What follows belongs to an exercise in optimizing a design on an open flow for small area, a short achievable clock period and few clock cycles per item; a production flow would make more cautious choices. Function was checked by simulation only, so behaviour that the tests miss may differ from the original.

==> inputs of run X <==
// array_list_engine
module array_list_engine #(
   parameter int DEPTH = ale_pkg::DEPTH_DEF
) (
   input  logic                            clock,
   input  logic                            reset,
   input  logic                            req_tvalid,
   output logic                            req_tready,
   input  logic [ale_pkg::REQ_TDATA_W-1:0] req_tdata,
   input  logic [ale_pkg::REQ_TUSER_W-1:0] req_tuser,
   output logic                            rsp_tvalid,
   input  logic                            rsp_tready,
   output logic [ale_pkg::RSP_TDATA_W-1:0] rsp_tdata,
   output logic [ale_pkg::RSP_TUSER_W-1:0] rsp_tuser,
   input  logic                            csr_tvalid,
   output logic                            csr_tready,
   input  logic [ale_pkg::CSR_TDATA_W-1:0] csr_tdata
);
   localparam int AW       = 6;
   localparam int SCAN_W   = 4;                   
   localparam int SWB      = $clog2(SCAN_W);
   localparam int GW       = AW - SWB;            
   localparam int SUM_W    = 38;
   localparam int DIV_DIG  = 2;                   
   localparam int DIV_BITS = 2 * DIV_DIG;
   localparam int DIV_CYC  = 32 / DIV_BITS;
   localparam int DCW      = $clog2(DIV_CYC);
   localparam int QN       = DIV_CYC + 1;         
   localparam int QW       = $clog2(QN);
   genvar j;
   logic              s1_vld;
   logic [3:0]        s1_op;
   logic [6:0]        s1_idx;
   logic [31:0]       s1_elem;
   logic [6:0]        s1_cap;
   logic              s1_i64;              
   logic              full_ff;             
   logic [DEPTH-1:0]  s1_ieq;              
   logic [DEPTH-1:0]  s1_igt;              
   logic [DEPTH-1:0]  s1_hv;               
   logic [6:0]        cap_ff;
   logic [31:0]       mem [DEPTH];
  ...
clock: 6.0 ns
lec_check: 0
cap_margin: 20
core_margin: 2
core_utilization: 34
gpl_timing_driven: 0
place_density: 0.42
slew_margin: 20
run.sh (not shown) runs the stock make flow with config.mk's settings and CLKGATE_MAP_FILE= SYNTH_SCRIPT=/design/flow/synth_recipe.tcl, a recipe that flattens the netlist after the stock synthesis.
==> inputs of run Z, as changes to run X <==
--- a/flow/design.v
+++ b/flow/design.v
@@ -135,17 +135,18 @@
    logic [31:0]       mem [DEPTH];
    logic [DEPTH-1:0]  vld_ff;              
    logic [6:0]        n_ff;
    logic [7:0]        n3_ff;               
    logic [SUM_W-1:0]  sum_ff;
    logic [31:0]       mx_ff, mn_ff;
    logic [6:0]        mxc_ff, mnc_ff;
    logic              mxv_ff, mnv_ff;
-   logic              scan_ff;
+   logic              scan_ff;             
+   logic              sfin_ff;             
    logic              div_ff;
    logic [GW-1:0]     ptr_ff;
    logic [DCW-1:0]    dcnt_ff;
    logic              dneg_ff;
    logic [6:0]        dn_ff;               
    logic [7:0]        dn3_ff;
    logic [QW-1:0]     dslot_ff;            
    logic              dwr_ff;              
@@ -173,17 +174,17 @@
    assign full   = full_ff;
    assign i_lt_n = |(s1_ieq & vld_ff);
    assign i_le_n = (|(s1_ieq & {vld_ff[DEPTH-2:0], 1'b1})) || (s1_i64 && vld_ff[DEPTH-1]);
    logic [DEPTH-1:0] n_eq;
    assign n_eq = vld_ff ^ {vld_ff[DEPTH-2:0], 1'b1};
    logic             busy, scan_op, op_mm;
    logic [DEPTH-1:0] rd_sel;
    logic [31:0]      rd;
-   assign busy    = scan_ff;
+   assign busy    = scan_ff | sfin_ff;
    assign op_mm   = op_max | op_min;
    assign scan_op = s1_vld & ~busy & ~n_zero & ((op_max & ~mxv_ff) | (op_min & ~mnv_ff));
    generate
       for (j = 0; j < DEPTH; j++) begin : g_rsel
          assign rd_sel[j] = s1_ieq[j];
       end
    endgenerate
    logic [31:0] lane [SCAN_W];
@@ -352,19 +353,21 @@
    assign rsp_ok = !q_full || q_pop;
    always_comb begin
       start_scan = 1'b0;
       start_div  = 1'b0;
       done       = 1'b0;
       res_val    = '0;
       res_st     = 2'd0;
       res_pend   = 1'b0;
-      if (scan_ff) begin
-         done    = scan_last;
-         res_val = op_max ? sc_mx : sc_mn;
+      if (sfin_ff) begin
+         done    = 1'b1;
+         res_val = op_max ? mx_ff : mn_ff;
+      end else if (scan_ff) begin
+         done    = 1'b0;
       end else if (s1_vld) begin
          done = 1'b1;
          case (s1_op)
             4'd0: begin
                if (full) res_st = 2'd1;
             end
             4'd1: begin
                if (!i_le_n) res_st = 2'd2;
@@ -380,19 +383,18 @@
             end
             4'd5: begin
                if (!i_lt_n) res_st = 2'd2;
             end
             4'd6, 4'd7: begin
                if (n_zero) begin
                   res_st = 2'd2;
                end else if (scan_op) begin
-                  res_val    = op_max ? sc_mx : sc_mn;
-                  done       = scan_last;
-                  start_scan = !scan_last;
+                  done       = 1'b0;
+                  start_scan = 1'b1;
                end else begin
                   res_val = op_max ? mx_ff : mn_ff;
                end
             end
             4'd8: begin
                res_val = sum_ff[31:0];
             end
             4'd9: begin
@@ -549,16 +551,17 @@
          cap_ff     <= 7'd64;
          n_ff       <= '0;
          n3_ff      <= '0;
          vld_ff     <= '0;
          sum_ff     <= '0;
          mxv_ff     <= 1'b0;
          mnv_ff     <= 1'b0;
          scan_ff    <= 1'b0;
+         sfin_ff    <= 1'b0;
          div_ff     <= 1'b0;
          q_wr_ff    <= '0;
          dwr_ff     <= 1'b0;
          q_rd_ff    <= '0;
          q_cnt_ff   <= '0;
       end else begin
          if (csr_tvalid) cap_ff <= csr_tdata[6:0];
          full_ff <= accept ? full_nx_in : full_nx_s1;
@@ -569,27 +572,28 @@
             n3_ff  <= 8'(n3_ff + 8'd3);
             vld_ff <= {vld_ff[DEPTH-2:0], 1'b1};
          end else if (go && del_c) begin
             n_ff   <= n_dn;
             n3_ff  <= 8'(n3_ff - 8'd3);
             vld_ff <= {1'b0, vld_ff[DEPTH-1:1]};
          end
          if (go) sum_ff <= sum_nx;
-         if (scan_op || scan_ff) begin
-            if (fire) begin
+         if (scan_op || scan_ff || sfin_ff) begin
+            if (sfin_ff && fire) begin
                mxv_ff <= 1'b1;
                mnv_ff <= 1'b1;
             end
          end else if (go) begin
             mxv_ff <= mxv_n;
             mnv_ff <= mnv_n;
          end
-         if (start_scan) scan_ff <= 1'b1;
-         else if (fire) scan_ff <= 1'b0;
+         scan_ff <= (start_scan || scan_ff) && !scan_last;
+         if ((start_scan || scan_ff) && scan_last) sfin_ff <= 1'b1;
+         else if (fire) sfin_ff <= 1'b0;
          if (go && start_div) div_ff <= 1'b1;
          else if (div_last) div_ff <= 1'b0;
          dwr_ff <= div_last;
          if (fire) q_wr_ff <= (q_wr_ff == QW'(QN - 1)) ? '0 : QW'(q_wr_ff + 1'b1);
          if (q_pop) q_rd_ff <= (q_rd_ff == QW'(QN - 1)) ? '0 : QW'(q_rd_ff + 1'b1);
          if (fire && !q_pop) q_cnt_ff <= (QW+1)'(q_cnt_ff + 1'b1);
          else if (!fire && q_pop) q_cnt_ff <= (QW+1)'(q_cnt_ff - 1'b1);
       end
@@ -604,31 +608,29 @@
          s1_hv   <= hv_in;
          for (int k = 0; k < DEPTH; k++) begin
             s1_ieq[k] <= ((req_tuser == 4'd6) || (req_tuser == 4'd7)) ? (k < SCAN_W) :
                          (req_tdata[6:0] == 7'(k));
             s1_igt[k] <= req_tdata[6:0] < 7'(k);
          end
       end
       if (scan_op || scan_ff) begin
-         if (!scan_last || fire) begin
-            mx_ff  <= sc_mx;
-            mxc_ff <= sc_mxc;
-            mn_ff  <= sc_mn;
-            mnc_ff <= sc_mnc;
-         end
+         mx_ff  <= sc_mx;
+         mxc_ff <= sc_mxc;
+         mn_ff  <= sc_mn;
+         mnc_ff <= sc_mnc;
       end else if (go) begin
          mx_ff  <= mx_n;
          mxc_ff <= mxc_n;
          mn_ff  <= mn_n;
          mnc_ff <= mnc_n;
       end
       if (start_scan) ptr_ff <= GW'(1);
-      else if (scan_ff && !scan_last) ptr_ff <= GW'(ptr_ff + 1'b1);
-      if (start_scan || (scan_ff && !scan_last)) s1_ieq <= s1_ieq << SCAN_W;
+      else if (scan_ff) ptr_ff <= GW'(ptr_ff + 1'b1);
+      if ((start_scan || scan_ff) && !scan_last) s1_ieq <= s1_ieq << SCAN_W;
       if (go && start_div) begin
          dneg_ff  <= sum_ff[SUM_W-1];
          dn_ff    <= n_ff;
          dn3_ff   <= n3_ff;
          dslot_ff <= q_wr_ff;
          dcnt_ff  <= DCW'(1);
       end else if (div_ff && !div_last) begin
          dcnt_ff <= DCW'(dcnt_ff + 1'b1);
- CORE_UTILIZATION: 34 -> 30
- GPL_TIMING_DRIVEN: 0 -> not set
- PLACE_DENSITY: 0.42 -> 0.36
- SETUP_SLACK_MARGIN: not set -> 0.3
==> inputs of run B, as changes to run X <==
--- a/flow/design.v
+++ b/flow/design.v
@@ -135,17 +135,18 @@
    logic [31:0]       mem [DEPTH];
    logic [DEPTH-1:0]  vld_ff;              
    logic [6:0]        n_ff;
    logic [7:0]        n3_ff;               
    logic [SUM_W-1:0]  sum_ff;
    logic [31:0]       mx_ff, mn_ff;
    logic [6:0]        mxc_ff, mnc_ff;
    logic              mxv_ff, mnv_ff;
-   logic              scan_ff;
+   logic              scan_ff;             
+   logic              sfin_ff;             
    logic              div_ff;
    logic [GW-1:0]     ptr_ff;
    logic [DCW-1:0]    dcnt_ff;
    logic              dneg_ff;
    logic [6:0]        dn_ff;               
    logic [7:0]        dn3_ff;
    logic [QW-1:0]     dslot_ff;            
    logic              dwr_ff;              
@@ -173,17 +174,17 @@
    assign full   = full_ff;
    assign i_lt_n = |(s1_ieq & vld_ff);
    assign i_le_n = (|(s1_ieq & {vld_ff[DEPTH-2:0], 1'b1})) || (s1_i64 && vld_ff[DEPTH-1]);
    logic [DEPTH-1:0] n_eq;
    assign n_eq = vld_ff ^ {vld_ff[DEPTH-2:0], 1'b1};
    logic             busy, scan_op, op_mm;
    logic [DEPTH-1:0] rd_sel;
    logic [31:0]      rd;
-   assign busy    = scan_ff;
+   assign busy    = scan_ff | sfin_ff;
    assign op_mm   = op_max | op_min;
    assign scan_op = s1_vld & ~busy & ~n_zero & ((op_max & ~mxv_ff) | (op_min & ~mnv_ff));
    generate
       for (j = 0; j < DEPTH; j++) begin : g_rsel
          assign rd_sel[j] = s1_ieq[j];
       end
    endgenerate
    logic [31:0] lane [SCAN_W];
@@ -352,19 +353,21 @@
    assign rsp_ok = !q_full || q_pop;
    always_comb begin
       start_scan = 1'b0;
       start_div  = 1'b0;
       done       = 1'b0;
       res_val    = '0;
       res_st     = 2'd0;
       res_pend   = 1'b0;
-      if (scan_ff) begin
-         done    = scan_last;
-         res_val = op_max ? sc_mx : sc_mn;
+      if (sfin_ff) begin
+         done    = 1'b1;
+         res_val = op_max ? mx_ff : mn_ff;
+      end else if (scan_ff) begin
+         done    = 1'b0;
       end else if (s1_vld) begin
          done = 1'b1;
          case (s1_op)
             4'd0: begin
                if (full) res_st = 2'd1;
             end
             4'd1: begin
                if (!i_le_n) res_st = 2'd2;
@@ -380,19 +383,18 @@
             end
             4'd5: begin
                if (!i_lt_n) res_st = 2'd2;
             end
             4'd6, 4'd7: begin
                if (n_zero) begin
                   res_st = 2'd2;
                end else if (scan_op) begin
-                  res_val    = op_max ? sc_mx : sc_mn;
-                  done       = scan_last;
-                  start_scan = !scan_last;
+                  done       = 1'b0;
+                  start_scan = 1'b1;
                end else begin
                   res_val = op_max ? mx_ff : mn_ff;
                end
             end
             4'd8: begin
                res_val = sum_ff[31:0];
             end
             4'd9: begin
@@ -549,16 +551,17 @@
          cap_ff     <= 7'd64;
          n_ff       <= '0;
          n3_ff      <= '0;
          vld_ff     <= '0;
          sum_ff     <= '0;
          mxv_ff     <= 1'b0;
          mnv_ff     <= 1'b0;
          scan_ff    <= 1'b0;
+         sfin_ff    <= 1'b0;
          div_ff     <= 1'b0;
          q_wr_ff    <= '0;
          dwr_ff     <= 1'b0;
          q_rd_ff    <= '0;
          q_cnt_ff   <= '0;
       end else begin
          if (csr_tvalid) cap_ff <= csr_tdata[6:0];
          full_ff <= accept ? full_nx_in : full_nx_s1;
@@ -569,27 +572,28 @@
             n3_ff  <= 8'(n3_ff + 8'd3);
             vld_ff <= {vld_ff[DEPTH-2:0], 1'b1};
          end else if (go && del_c) begin
             n_ff   <= n_dn;
             n3_ff  <= 8'(n3_ff - 8'd3);
             vld_ff <= {1'b0, vld_ff[DEPTH-1:1]};
          end
          if (go) sum_ff <= sum_nx;
-         if (scan_op || scan_ff) begin
-            if (fire) begin
+         if (scan_op || scan_ff || sfin_ff) begin
+            if (sfin_ff && fire) begin
                mxv_ff <= 1'b1;
                mnv_ff <= 1'b1;
             end
          end else if (go) begin
             mxv_ff <= mxv_n;
             mnv_ff <= mnv_n;
          end
-         if (start_scan) scan_ff <= 1'b1;
-         else if (fire) scan_ff <= 1'b0;
+         scan_ff <= (start_scan || scan_ff) && !scan_last;
+         if ((start_scan || scan_ff) && scan_last) sfin_ff <= 1'b1;
+         else if (fire) sfin_ff <= 1'b0;
          if (go && start_div) div_ff <= 1'b1;
          else if (div_last) div_ff <= 1'b0;
          dwr_ff <= div_last;
          if (fire) q_wr_ff <= (q_wr_ff == QW'(QN - 1)) ? '0 : QW'(q_wr_ff + 1'b1);
          if (q_pop) q_rd_ff <= (q_rd_ff == QW'(QN - 1)) ? '0 : QW'(q_rd_ff + 1'b1);
          if (fire && !q_pop) q_cnt_ff <= (QW+1)'(q_cnt_ff + 1'b1);
          else if (!fire && q_pop) q_cnt_ff <= (QW+1)'(q_cnt_ff - 1'b1);
       end
@@ -604,31 +608,29 @@
          s1_hv   <= hv_in;
          for (int k = 0; k < DEPTH; k++) begin
             s1_ieq[k] <= ((req_tuser == 4'd6) || (req_tuser == 4'd7)) ? (k < SCAN_W) :
                          (req_tdata[6:0] == 7'(k));
             s1_igt[k] <= req_tdata[6:0] < 7'(k);
          end
       end
       if (scan_op || scan_ff) begin
-         if (!scan_last || fire) begin
-            mx_ff  <= sc_mx;
-            mxc_ff <= sc_mxc;
-            mn_ff  <= sc_mn;
-            mnc_ff <= sc_mnc;
-         end
+         mx_ff  <= sc_mx;
+         mxc_ff <= sc_mxc;
+         mn_ff  <= sc_mn;
+         mnc_ff <= sc_mnc;
       end else if (go) begin
          mx_ff  <= mx_n;
          mxc_ff <= mxc_n;
          mn_ff  <= mn_n;
          mnc_ff <= mnc_n;
       end
       if (start_scan) ptr_ff <= GW'(1);
-      else if (scan_ff && !scan_last) ptr_ff <= GW'(ptr_ff + 1'b1);
-      if (start_scan || (scan_ff && !scan_last)) s1_ieq <= s1_ieq << SCAN_W;
+      else if (scan_ff) ptr_ff <= GW'(ptr_ff + 1'b1);
+      if ((start_scan || scan_ff) && !scan_last) s1_ieq <= s1_ieq << SCAN_W;
       if (go && start_div) begin
          dneg_ff  <= sum_ff[SUM_W-1];
          dn_ff    <= n_ff;
          dn3_ff   <= n3_ff;
          dslot_ff <= q_wr_ff;
          dcnt_ff  <= DCW'(1);
       end else if (div_ff && !div_last) begin
          dcnt_ff <= DCW'(dcnt_ff + 1'b1);
- CORE_UTILIZATION: 34 -> 30
- GPL_TIMING_DRIVEN: 0 -> not set
- PLACE_DENSITY: 0.42 -> 0.36
==> impl_metrics.tcl <==
set metrics [dict create \
    outcome "aborted with a tool error" \
    stop_stage "5_1_grt" \
    error_line "[ERROR GRT-0116] Global routing finished with congestion. Check the congestion regions in the DRC Viewer." \
    syn-cell-area_um2 185000 \
    globalRouteTotalUtil_pct 78.8 \
    pre_cts_ws_ps -1430 \
    die_h_um 789 \
    met3_usage_pct 67.8 \
    place_area_um2 235000 \
    grt_pass1_vias 272000 \
    place_inst 32200 \
    synth_xor_xnor_area_share_pct 11.3 \
    synth-seq-cells 2918 \
    synth_common_cells "nand2_1 (4453), dfxtp_1 (2204), a222oi_1 (1779)" \
    synth_nets 22000 \
    grt_max_degree 98 \
    post-cts-setup-buffers 15 \
]
-- figures above: run B

==> impl_metrics.tcl <==
set metrics [dict create \
    place_inst 30100 \
    grt_max_degree 124 \
    grt_pass1_vias 293000 \
    error_line "[ERROR GRT-0116] Global routing finished with congestion. Check the congestion regions in the DRC Viewer." \
    synth_edf_count 714 \
    die_h_um 748 \
    synth_nets 22700 \
    globalRouteTotalUtil_pct 100 \
    post-cts-setup-buffers 246 \
    outcome "aborted with a tool error" \
    synth_common_cells "nand2_1 (4728), dfxtp_1 (2203), a222oi_1 (1834)" \
    pre_cts_ws_ps -5030 \
    met3_usage_pct 90.4 \
    synthArstFlopShare_pct 0 \
    synth-seq-cells 2917 \
    htree_levels 5 \
    syn-cell-area_um2 188000 \
    stop_stage "5_1_grt" \
]
-- figures above: run X

==> impl_metrics.tcl <==
set metrics [dict create \
    post-cts-setup-buffers 81 \
    synth-seq-cells 2918 \
    error_line "[ERROR GRT-0116] Global routing finished with congestion. Check the congestion regions in the DRC Viewer." \
    syn-cell-area_um2 185000 \
    synth_nets 22000 \
    globalRouteTotalUtil_pct 80.2 \
    synth_common_cells "nand2_1 (4453), dfxtp_1 (2204), a222oi_1 (1779)" \
    syn_inst 21200 \
    die_h_um 789 \
    met3_usage_pct 69.2 \
    hpwlAfterDp_mm 1820 \
    grt_pass1_vias 277000 \
    outcome "aborted with a tool error" \
    cts_buffers 380 \
    stop_stage "5_1_grt" \
    grt_max_degree 116 \
    place_inst 32600 \
    synth_xor_xnor_area_share_pct 11.3 \
    pre_cts_ws_ps -1510 \
    place_area_um2 238000 \
]
-- figures above: run Z

Testbench counts of run X, summed over its fixed seeds: cycles 17,706, requests 16,000.
Testbench counts of run Z, summed over its fixed seeds: cycles 17,778, requests 16,000.
Testbench counts of run B, summed over its fixed seeds: cycles 17,778, requests 16,000.
